From an optimization exercise on the open Yosys and OpenROAD flow, aimed at small area, a short achievable clock period and few clock cycles per item; shortcuts taken in it are not production practice.
RTL that was checked went through simulation tests only; none was proved equivalent to the original.
Power figures rest on the tool's default switching activity, not on a simulated workload.

// unary_row_top
module unary_row_top
(
    input  wire logic                    clk,
    input  wire logic                    rst_n_i,
    input  wire logic                    start_i,
    input  wire unary_data_pkg::ifm_t                    ifm_i,
    input  wire logic                    wght_load_i,
    input  wire logic                    wght_sign_i,
    input  wire unary_data_pkg::mag_t                    wght_abs_i,
    input  wire logic                    wght_clr_i,
    input  wire unary_data_pkg::psum_t [4-1:0] bias_i,
    output logic                         busy_o,
    output unary_data_pkg::psum_t [4-1:0]      result_o,
    output logic                         result_valid_o
);
    localparam int HI = 24 - 7;   
    logic                                     valid_q;
    logic                                     go;
    logic [4-1:0]                   wght_sign_q;
    unary_data_pkg::mag_t [4-1:0]   wght_abs_q;
    logic                                     ifm_sign;
    logic                                     sa_e;
    logic [6:0]                               y;
    unary_data_pkg::psum_t [4-1:0]  res;
    assign go = start_i && !valid_q;   
    always_ff @(posedge clk or negedge rst_n_i) begin
        if (!rst_n_i) valid_q <= 1'b0;
        else          valid_q <= go;
    end
    assign busy_o         = valid_q;
    assign result_valid_o = valid_q;
    always_ff @(posedge clk or negedge rst_n_i) begin
        if (!rst_n_i) begin
            wght_sign_q <= '0;
            wght_abs_q  <= '0;
        end else if (wght_clr_i) begin
            wght_sign_q <= '0;
            wght_abs_q  <= '0;
        end else if (wght_load_i) begin
            wght_sign_q <= {wght_sign_q[4-2:0], wght_sign_i};
  ...
Size in the first run: ~1300 cells after synthesis, about 130 flip-flops, roughly 220 I/O pins, about 12000 sq um of cells after synthesis.
Settings: LEC_CHECK=0, CAP_MARGIN=20, CORE_MARGIN=2, CORE_UTILIZATION=40, CTS_BUF_LIST=sky130_fd_sc_hd__clkbuf_4 sky130_fd_sc_hd__clkbuf_8, SLEW_MARGIN=20; clock period 5.0 ns.
standard.sh (not shown) runs the stock make flow with config.mk's settings and CLKGATE_MAP_FILE= SYNTH_SCRIPT=/design/flow/synth_recipe.tcl, a recipe that flattens the netlist after the stock synthesis.
==> flow/flow/run.sh <==
#!/bin/bash
# The standard layout (standard.sh: the standard flow's synthesis and ORFS flow), except
# that the port buffers are the smallest buffer, sky130_fd_sc_hd__buf_1,
# rather than the cell buffer_ports picks by default, and clock tree synthesis
# uses larger sink clusters and no dummy loads. Repair may still resize the
# port buffers. The full output goes to standard.log.
set -o pipefail
export BUFFER_PORTS_ARGS="-buffer_cell sky130_fd_sc_hd__buf_1"
export CTS_ARGS="-sink_clustering_enable -repair_clock_nets -dont_use_dummy_load -buf_list {sky130_fd_sc_hd__clkbuf_4 sky130_fd_sc_hd__clkbuf_8} -sink_clustering_size 25 -sink_clustering_max_diameter 100"
bash standard.sh > standard.log 2>&1
The first run passed the timing, design-rule and antenna checks.
Testbench counts at the start, summed over its fixed seeds: cycles 2,304, items 1,024.
==> next run, changes <==
--- a/flow/design.v
+++ b/flow/design.v
@@ -2,53 +2,81 @@
 package unary_data_pkg;
     typedef logic signed [8-1:0] ifm_t;     
     typedef logic        [8-2:0] mag_t;     
     typedef logic signed [24-1:0] psum_t;
     typedef logic        [8-2:0] win_cnt_t;  
     localparam int unsigned WIN_LEN = 2 ** (8 - 1);
 endpackage
 `default_nettype wire
 `default_nettype none
 module unary_col
 (
+    input  wire logic [6:0] x,
     input  wire logic [6:0] y,
     input  wire logic       sa_e,
     input  wire logic       n,
     input  wire logic [6:0] w,
     input  wire logic [6:0] bias_lo,
     output logic [6:0]      lo,
     output logic            c
 );
     logic [6:0] r;
     logic [6:0] h;
     logic [6:0] bx;
     logic [5:0][5:0] pp;
     always_comb begin
         for (int k = 0; k < 7; k++) r[k] = w[6-k];
     end
     assign bx = bias_lo ^ {7{n}};
-    logic [6:0] gen0, prop0;
-    logic [6:0] gen1, prop1, gen2, prop2, gen3;
-    logic [7:0] gt;
-    assign gen0  = y & ~r;
-    assign prop0 = y | ~r;
-    for (genvar k = 0; k < 7; k++) begin : g_ks
-        assign gen1[k]  = (k >= 1) ? gen0[k]  | (prop0[k] & gen0[k >= 1 ? k-1 : 0])  : gen0[k] | (prop0[k] & sa_e);
-        assign prop1[k] = (k >= 1) ? prop0[k] & prop0[k >= 1 ? k-1 : 0] : 1'b0;
-        assign gen2[k]  = (k >= 2) ? gen1[k]  | (prop1[k] & gen1[k >= 2 ? k-2 : 0])  : gen1[k] | (prop1[k] & sa_e);
-        assign prop2[k] = (k >= 2) ? prop1[k] & prop1[k >= 2 ? k-2 : 0] : 1'b0;
-        assign gen3[k]  = (k >= 4) ? gen2[k]  | (prop2[k] & gen2[k >= 4 ? k-4 : 0])  : gen2[k] | (prop2[k] & sa_e);
-    end
-    assign gt = {gen3, sa_e};
+    logic [6:0] cn_g, cn_p, cr_g, cr_p;
+    logic [6:0] cn_g1, cn_p1, cn_g2, cn_p2, cr_g1, cr_p1, cr_g2, cr_p2;
+    logic [7:0] cn, cr;
+    assign cn_g = x & ~r;
+    assign cn_p = x | ~r;
+    assign cr_g = x & r;
+    assign cr_p = x | r;
+    for (genvar i = 0; i < 7; i++) begin : g_ks
+        if (i >= 1) begin : g_l1
+            assign cn_g1[i] = cn_g[i] | (cn_p[i] & cn_g[i-1]);
+            assign cn_p1[i] = cn_p[i] & cn_p[i-1];
+            assign cr_g1[i] = cr_g[i] | (cr_p[i] & cr_g[i-1]);
+            assign cr_p1[i] = cr_p[i] & cr_p[i-1];
+        end else begin : g_l1p
+            assign cn_g1[i] = cn_g[i];
+            assign cn_p1[i] = cn_p[i];
+            assign cr_g1[i] = cr_g[i];
+            assign cr_p1[i] = cr_p[i];
+        end
+        if (i >= 2) begin : g_l2
+            assign cn_g2[i] = cn_g1[i] | (cn_p1[i] & cn_g1[i-2]);
+            assign cn_p2[i] = cn_p1[i] & cn_p1[i-2];
+            assign cr_g2[i] = cr_g1[i] | (cr_p1[i] & cr_g1[i-2]);
+            assign cr_p2[i] = cr_p1[i] & cr_p1[i-2];
+        end else begin : g_l2p
+            assign cn_g2[i] = cn_g1[i];
+            assign cn_p2[i] = cn_p1[i];
+            assign cr_g2[i] = cr_g1[i];
+            assign cr_p2[i] = cr_p1[i];
+        end
+        if (i >= 4) begin : g_l3
+            assign cn[i+1] = cn_g2[i] | (cn_p2[i] & cn_g2[i-4]);
+            assign cr[i+1] = cr_g2[i] | (cr_p2[i] & cr_g2[i-4]);
+        end else begin : g_l3p
+            assign cn[i+1] = cn_g2[i];
+            assign cr[i+1] = cr_g2[i];
+        end
+    end
+    assign cn[0] = 1'b0;
+    assign cr[0] = 1'b0;
     for (genvar k = 0; k < 7; k++) begin : g_hit
-        assign h[k] = r[k] & (y[k] | gt[k]);
+        assign h[k] = r[k] & (sa_e ? ~(x[k] & cr[k]) : (x[k] | cn[k]));
     end
     for (genvar k = 0; k < 6; k++) begin : g_pp
         for (genvar j = 0; j < 6 - k; j++) begin : g_col
             assign pp[k][j] = r[k] & y[j+k+1];
         end
         for (genvar j = 6 - k; j < 6; j++) begin : g_pad
             assign pp[k][j] = 1'b0;
         end
     end
     wire fs0, fc0;
     assign fs0 = pp[0][0] ^ pp[1][0] ^ pp[2][0];
@@ -197,23 +225,23 @@
             wght_abs_q  <= {wght_abs_q[4-2:0], wght_abs_i};
         end
     end
     assign ifm_sign = ifm_i[8-1];
     assign sa_e     = ifm_sign;
     assign y        = ifm_i[8-2:0] ^ {7{sa_e}};
     for (genvar c = 0; c < 4; c++) begin : g_col
         logic          n, cy, m;
         logic [6:0]    lo;
         assign n = ifm_sign ^ wght_sign_q[c];
         unary_col i_col (
-            .y(y), .sa_e(sa_e), .n(n), .w(wght_abs_q[c]),
+            .x(ifm_i[6:0]), .y(y), .sa_e(sa_e), .n(n), .w(wght_abs_q[c]),
             .bias_lo(bias_i[c][6:0]), .lo(lo), .c(cy)
         );
         psum_hi i_hi (
             .b(bias_i[c][24-1:7]), .q(result_o[c][24-1:7]),
             .n(n), .cy(cy), .go(go), .d(res[c][24-1:7])
         );
         assign res[c][6:0] = go ? lo : result_o[c][6:0];
     end
     always_ff @(posedge clk or negedge rst_n_i) begin
         if (!rst_n_i)  result_o <= '0;
         else           result_o <= res;   
Now the flow reached the layout checks and failed them: setup timing; final cell count rose by about 2.8%; die area went up by about 0.5%; setup slack loses 180 ps; fmax decreases by about 3.6%; sequential power stays flat; worst hold slack stays flat; via count goes up by about 3%; final area went up by about 5%; non-clock buffer count came out higher by 51; routed wire length went up by about 7%; clock power rises by about 2%; count of clock-buffer cells in the layout is unchanged; critical path depth stays the same.
For the second run of this note, only the layout was checked, not whether the RTL still works.

* * *

== north ==
The RTL this note starts from:
==> flow/design.v <==
`default_nettype none
package unary_data_pkg;
    typedef logic signed [8-1:0] ifm_t;     
    typedef logic        [8-2:0] mag_t;     
    typedef logic signed [24-1:0] psum_t;
    typedef logic        [8-2:0] win_cnt_t;  
    localparam int unsigned WIN_LEN = 2 ** (8 - 1);
endpackage
`default_nettype wire
`default_nettype none
module unary_col
(
    input  wire logic [6:0] y,
    input  wire logic       sa_e,
    input  wire logic       n,
    input  wire logic [6:0] w,
    input  wire logic [6:0] bias_lo,
    output logic [6:0]      lo_p,
    output logic [6:0]      lo_c,
    output logic            c
);
    logic [6:0] r;
    logic [6:0] h;
    logic [6:0] bx;
    logic [5:0][5:0] pp;
    always_comb begin
        for (int k = 0; k < 7; k++) r[k] = w[6-k];
    end
    assign bx = bias_lo ^ {7{n}};
    logic [6:0] gen0, prop0;
    logic [6:0] gen1, prop1, gen2, prop2, gen3;
    logic [7:0] gt;
    assign gen0  = y & ~r;
    assign prop0 = y | ~r;
    for (genvar k = 0; k < 7; k++) begin : g_ks
        assign gen1[k]  = (k >= 1) ? gen0[k]  | (prop0[k] & gen0[k >= 1 ? k-1 : 0])  : gen0[k] | (prop0[k] & sa_e);
        assign prop1[k] = (k >= 1) ? prop0[k] & prop0[k >= 1 ? k-1 : 0] : 1'b0;
        assign gen2[k]  = (k >= 2) ? gen1[k]  | (prop1[k] & gen1[k >= 2 ? k-2 : 0])  : gen1[k] | (prop1[k] & sa_e);
        assign prop2[k] = (k >= 2) ? prop1[k] & prop1[k >= 2 ? k-2 : 0] : 1'b0;
        assign gen3[k]  = (k >= 4) ? gen2[k]  | (prop2[k] & gen2[k >= 4 ? k-4 : 0])  : gen2[k] | (prop2[k] & sa_e);
    end
    assign gt = {gen3, sa_e};
    for (genvar k = 0; k < 7; k++) begin : g_hit
        assign h[k] = r[k] & (y[k] | gt[k]);
    end
    for (genvar k = 0; k < 6; k++) begin : g_pp
        for (genvar j = 0; j < 6 - k; j++) begin : g_col
            assign pp[k][j] = r[k] & y[j+k+1];
        end
        for (genvar j = 6 - k; j < 6; j++) begin : g_pad
            assign pp[k][j] = 1'b0;
        end
    end
    wire fs0, fc0;
    assign fs0 = pp[0][0] ^ pp[1][0] ^ pp[2][0];
    assign fc0 = (pp[0][0] & pp[1][0]) | (pp[2][0] & (pp[0][0] ^ pp[1][0]));
    wire fs1, fc1;
    assign fs1 = pp[3][0] ^ pp[4][0] ^ pp[5][0];
    assign fc1 = (pp[3][0] & pp[4][0]) | (pp[5][0] & (pp[3][0] ^ pp[4][0]));
    wire fs2, fc2;
    assign fs2 = fs0 ^ fs1 ^ h[0];
    assign fc2 = (fs0 & fs1) | (h[0] & (fs0 ^ fs1));
    wire fs3, fc3;
    assign fs3 = h[1] ^ h[2] ^ h[3];
    assign fc3 = (h[1] & h[2]) | (h[3] & (h[1] ^ h[2]));
    wire fs4, fc4;
    assign fs4 = h[4] ^ h[5] ^ h[6];
    assign fc4 = (h[4] & h[5]) | (h[6] & (h[4] ^ h[5]));
    wire hs0, hc0;
    assign hs0 = fs2 ^ fs3;
    assign hc0 = fs2 & fs3;
    wire fs5, fc5;
    assign fs5 = bx[1] ^ pp[0][1] ^ pp[1][1];
    assign fc5 = (bx[1] & pp[0][1]) | (pp[1][1] & (bx[1] ^ pp[0][1]));
    wire fs6, fc6;
    assign fs6 = pp[2][1] ^ pp[3][1] ^ pp[4][1];
    assign fc6 = (pp[2][1] & pp[3][1]) | (pp[4][1] & (pp[2][1] ^ pp[3][1]));
    wire fs7, fc7;
    assign fs7 = fc0 ^ fc1 ^ fs5;
    assign fc7 = (fc0 & fc1) | (fs5 & (fc0 ^ fc1));
    wire fs8, fc8;
    assign fs8 = fs6 ^ fs7 ^ fc2;
    assign fc8 = (fs6 & fs7) | (fc2 & (fs6 ^ fs7));
    wire fs9, fc9;
    assign fs9 = fc3 ^ fc4 ^ hc0;
    assign fc9 = (fc3 & fc4) | (hc0 & (fc3 ^ fc4));
    wire fs10, fc10;
    assign fs10 = bx[2] ^ pp[0][2] ^ pp[1][2];
    assign fc10 = (bx[2] & pp[0][2]) | (pp[1][2] & (bx[2] ^ pp[0][2]));
    wire fs11, fc11;
    assign fs11 = pp[2][2] ^ pp[3][2] ^ fc5;
    assign fc11 = (pp[2][2] & pp[3][2]) | (fc5 & (pp[2][2] ^ pp[3][2]));
    wire fs12, fc12;
    assign fs12 = fc6 ^ fs10 ^ fc7;
    assign fc12 = (fc6 & fs10) | (fc7 & (fc6 ^ fs10));
    wire fs13, fc13;
    assign fs13 = fs11 ^ fs12 ^ fc8;
    assign fc13 = (fs11 & fs12) | (fc8 & (fs11 ^ fs12));
    wire fs14, fc14;
    assign fs14 = bx[3] ^ pp[0][3] ^ pp[1][3];
    assign fc14 = (bx[3] & pp[0][3]) | (pp[1][3] & (bx[3] ^ pp[0][3]));
    wire fs15, fc15;
    assign fs15 = pp[2][3] ^ fc10 ^ fs14;
    assign fc15 = (pp[2][3] & fc10) | (fs14 & (pp[2][3] ^ fc10));
    wire fs16, fc16;
    assign fs16 = fc11 ^ fs15 ^ fc12;
    assign fc16 = (fc11 & fs15) | (fc12 & (fc11 ^ fs15));
    wire fs17, fc17;
    assign fs17 = bx[4] ^ pp[0][4] ^ pp[1][4];
    assign fc17 = (bx[4] & pp[0][4]) | (pp[1][4] & (bx[4] ^ pp[0][4]));
    wire fs18, fc18;
    assign fs18 = fc14 ^ fs17 ^ fc15;
    assign fc18 = (fc14 & fs17) | (fc15 & (fc14 ^ fs17));
    wire fs19, fc19;
    assign fs19 = bx[5] ^ pp[0][5] ^ fc17;
    assign fc19 = (bx[5] & pp[0][5]) | (fc17 & (bx[5] ^ pp[0][5]));
    logic [7:0] ra, rb, pg, pk;
    logic [7:0] cg1, cp1, cg2, cp2, cg3;
    logic [8:0] cy;
    assign ra = {1'b0, bx[6], fs19, fs18, fs16, fc9, fs8, fs4};
    assign rb = {1'b0, fc19, fc18, fc16, fc13, fs13, fs9, hs0};
    assign pg = ra & rb;
    assign pk = ra ^ rb;
    for (genvar j = 0; j < 8; j++) begin : g_cpa
        assign cg1[j] = (j >= 1) ? pg[j]  | (pk[j]  & pg[j >= 1 ? j-1 : 0])  : pg[j] | (pk[j] & bx[0]);
        assign cp1[j] = (j >= 1) ? pk[j]  & pk[j >= 1 ? j-1 : 0] : 1'b0;
        assign cg2[j] = (j >= 2) ? cg1[j] | (cp1[j] & cg1[j >= 2 ? j-2 : 0]) : cg1[j] | (cp1[j] & bx[0]);
        assign cp2[j] = (j >= 2) ? cp1[j] & cp1[j >= 2 ? j-2 : 0] : 1'b0;
        assign cg3[j] = (j >= 4) ? cg2[j] | (cp2[j] & cg2[j >= 4 ? j-4 : 0]) : cg2[j] | (cp2[j] & bx[0]);
    end
    assign cy = {cg3, bx[0]};
    assign lo_p = pk[6:0] ^ {7{n}};
    assign lo_c = cy[6:0];
    assign c  = cy[7];
endmodule
`default_nettype wire
`default_nettype none
module psum_hi
#(
    parameter int W = 24 - 7
)
(
    input  wire logic [W-1:0] b,
    input  wire logic [W-1:0] q,
    input  wire logic         n,
    input  wire logic         cy,
    input  wire logic         go,
    output logic [W-1:0]      d
);
    logic [W:0] qg;
    always_comb begin
        qg[0] = go;
        for (int i = 0; i < W; i++) qg[i+1] = qg[i] & (b[i] ^ n);
    end
    assign d = (go ? b : q) ^ ({W{cy}} & qg[W-1:0]);
endmodule
`default_nettype wire
`default_nettype none
module unary_row_top
(
    input  wire logic                    clk,
    input  wire logic                    rst_n_i,
    input  wire logic                    start_i,
    input  wire unary_data_pkg::ifm_t                    ifm_i,
    input  wire logic                    wght_load_i,
    input  wire logic                    wght_sign_i,
    input  wire unary_data_pkg::mag_t                    wght_abs_i,
    input  wire logic                    wght_clr_i,
    input  wire unary_data_pkg::psum_t [4-1:0] bias_i,
    output logic                         busy_o,
    output unary_data_pkg::psum_t [4-1:0]      result_o,
    output logic                         result_valid_o
);
    localparam int HI = 24 - 7;   
    logic                                     valid_q;
    logic                                     go;
    logic [4-1:0]                   wght_sign_q;
    unary_data_pkg::mag_t [4-1:0]   wght_abs_q;
    logic                                     ifm_sign;
    logic                                     sa_e;
    logic [6:0]                               y;
    unary_data_pkg::psum_t [4-1:0]  res;
    assign go = start_i && !valid_q;   
    always_ff @(posedge clk or negedge rst_n_i) begin
        if (!rst_n_i) valid_q <= 1'b0;
        else          valid_q <= go;
    end
    assign busy_o         = valid_q;
    assign result_valid_o = valid_q;
    always_ff @(posedge clk or negedge rst_n_i) begin
        if (!rst_n_i) begin
            wght_sign_q <= '0;
            wght_abs_q  <= '0;
        end else if (wght_clr_i) begin
            wght_sign_q <= '0;
            wght_abs_q  <= '0;
        end else if (wght_load_i) begin
            wght_sign_q <= {wght_sign_q[4-2:0], wght_sign_i};
            wght_abs_q  <= {wght_abs_q[4-2:0], wght_abs_i};
        end
    end
    assign ifm_sign = ifm_i[8-1];
    assign sa_e     = ifm_sign;
    assign y        = ifm_i[8-2:0] ^ {7{sa_e}};
    for (genvar c = 0; c < 4; c++) begin : g_col
        logic          n, cy, m;
        logic [6:0]    lo_p, lo_c;
        assign n = ifm_sign ^ wght_sign_q[c];
        unary_col i_col (
            .y(y), .sa_e(sa_e), .n(n), .w(wght_abs_q[c]),
            .bias_lo(bias_i[c][6:0]), .lo_p(lo_p), .lo_c(lo_c), .c(cy)
        );
        psum_hi i_hi (
            .b(bias_i[c][24-1:7]), .q(result_o[c][24-1:7]),
            .n(n), .cy(cy), .go(go), .d(res[c][24-1:7])
        );
        assign res[c][6:0] = (go ? lo_p : result_o[c][6:0]) ^ ({7{go}} & lo_c);
    end
    always_ff @(posedge clk or negedge rst_n_i) begin
        if (!rst_n_i)  result_o <= '0;
        else           result_o <= res;   
    end
endmodule
`default_nettype wire
export LEC_CHECK = 0
export CAP_MARGIN = 20
export CORE_MARGIN = 2
export CORE_UTILIZATION = 40
export CTS_BUF_LIST = sky130_fd_sc_hd__clkbuf_4 sky130_fd_sc_hd__clkbuf_8
export SLEW_MARGIN = 20
export SYNTH_HIERARCHICAL = 1
export SYNTH_MINIMUM_KEEP_SIZE = 0
create_clock -name core_clock -period 5.0 [get_ports {clk}]
Scripts as last shown in full above: flow/flow/run.sh
Inputs modified between north and west:
-- flow/design.v --
<<< north, line 16
    input  wire logic [6:0] w,
    input  wire logic [6:0] bias_lo,
    output logic [6:0]      lo_p,
    output logic [6:0]      lo_c,
    output logic            c
);
>>> west, line 16
    input  wire logic [6:0] w,
    input  wire logic [6:0] bias_lo,
    output logic [6:0]      lo,
    output logic            c
);
<<< north, line 130
    end
    assign cy = {cg3, bx[0]};
    assign lo_p = pk[6:0] ^ {7{n}};
    assign lo_c = cy[6:0];
    assign c  = cy[7];
endmodule
>>> west, line 129
    end
    assign cy = {cg3, bx[0]};
    assign lo = (pk[6:0] ^ {7{n}}) ^ cy[6:0];
    assign c  = cy[7];
endmodule
<<< north, line 205
    for (genvar c = 0; c < 4; c++) begin : g_col
        logic          n, cy, m;
        logic [6:0]    lo_p, lo_c;
        assign n = ifm_sign ^ wght_sign_q[c];
        unary_col i_col (
            .y(y), .sa_e(sa_e), .n(n), .w(wght_abs_q[c]),
            .bias_lo(bias_i[c][6:0]), .lo_p(lo_p), .lo_c(lo_c), .c(cy)
        );
        psum_hi i_hi (
>>> west, line 203
    for (genvar c = 0; c < 4; c++) begin : g_col
        logic          n, cy, m;
        logic [6:0]    lo;
        assign n = ifm_sign ^ wght_sign_q[c];
        unary_col i_col (
            .y(y), .sa_e(sa_e), .n(n), .w(wght_abs_q[c]),
            .bias_lo(bias_i[c][6:0]), .lo(lo), .c(cy)
        );
        psum_hi i_hi (
<<< north, line 215
            .n(n), .cy(cy), .go(go), .d(res[c][24-1:7])
        );
        assign res[c][6:0] = (go ? lo_p : result_o[c][6:0]) ^ ({7{go}} & lo_c);
    end
    always_ff @(posedge clk or negedge rst_n_i) begin
>>> west, line 213
            .n(n), .cy(cy), .go(go), .d(res[c][24-1:7])
        );
        assign res[c][6:0] = go ? lo : result_o[c][6:0];
    end
    always_ff @(posedge clk or negedge rst_n_i) begin
- Fraction of the cycle the final worst path needs, north and west: larger value in west
- Going from north to west, initial antenna violation count fell 1, wire length of the first global-routing pass rose about 7.5%, met2 demand-to-capacity share in global routing rose 3.5 points.
- Max worst setup slack after layout across north and west: north
- Post-synthesis net count: west vs north up 32
- Comparing north and west, the lower area of all placed cells without fillers is on north.
- Where design internal power is concerned, north is better than west.
- Uppermost metal layer occupied by signal nets = met4: west; uppermost metal layer occupied by signal nets = met5: north
- | west | all stages done | FAIL | setup timing |
- north reached the final stage; the timing, design-rule and antenna checks on its layout passed.
- In the flow results for north and west, the synthesized cell count is smaller on north.
- west against north: total vias in the final route now larger; fraction of the mapped netlist area in adder cells lost 0.47 points; xor and xnor area share after synthesis now sits lower.
Testbench counts of west, summed over its fixed seeds: cycles 2,304, items 1,024.
Only the layout flow was run in north; the RTL was not checked for function there.

-- static timing again, ports no longer ideal --
Ports are ideal in the flow. The routed layouts listed here were re-timed in OpenROAD.
Step 1: set_driving_cell puts a clkbuf_16 on clk and a buf_2 on each other input, an assumption about the parent block.
Step 2 adds t to the input delays and takes it off the output delays; t is the mean of the earliest and latest rising clock arrival at the registers after step 1. Input paths then give back, and output paths get back, about the clock's delay inside the block.
Three values: ideal ports, drivers, drivers and shift; two values: the first two.
| run | t, ns | slack for setup (ns) | slew at the worst register clock pin (ns) |
|---|---|---|---|
| the first run of note 1 | 0.497 | 0.178 / 0.174 / -0.323 | 0.08 / 0.08 |
| the second run of note 1 | 0.486 | -0.004 / -0.007 / -0.492 | 0.09 / 0.09 |
| north | 0.490 | 0.064 / 0.001 / -0.490 | 0.08 / 0.08 |
| west | 0.494 | -0.155 / -0.156 / -0.650 | 0.09 / 0.09 |
Met with ideal ports but missed after step 2: setup timing in the first run of note 1 and north. The setup slack of north, which loses most, moves by -0.063 ns with the drivers and by -0.554 ns with both steps.
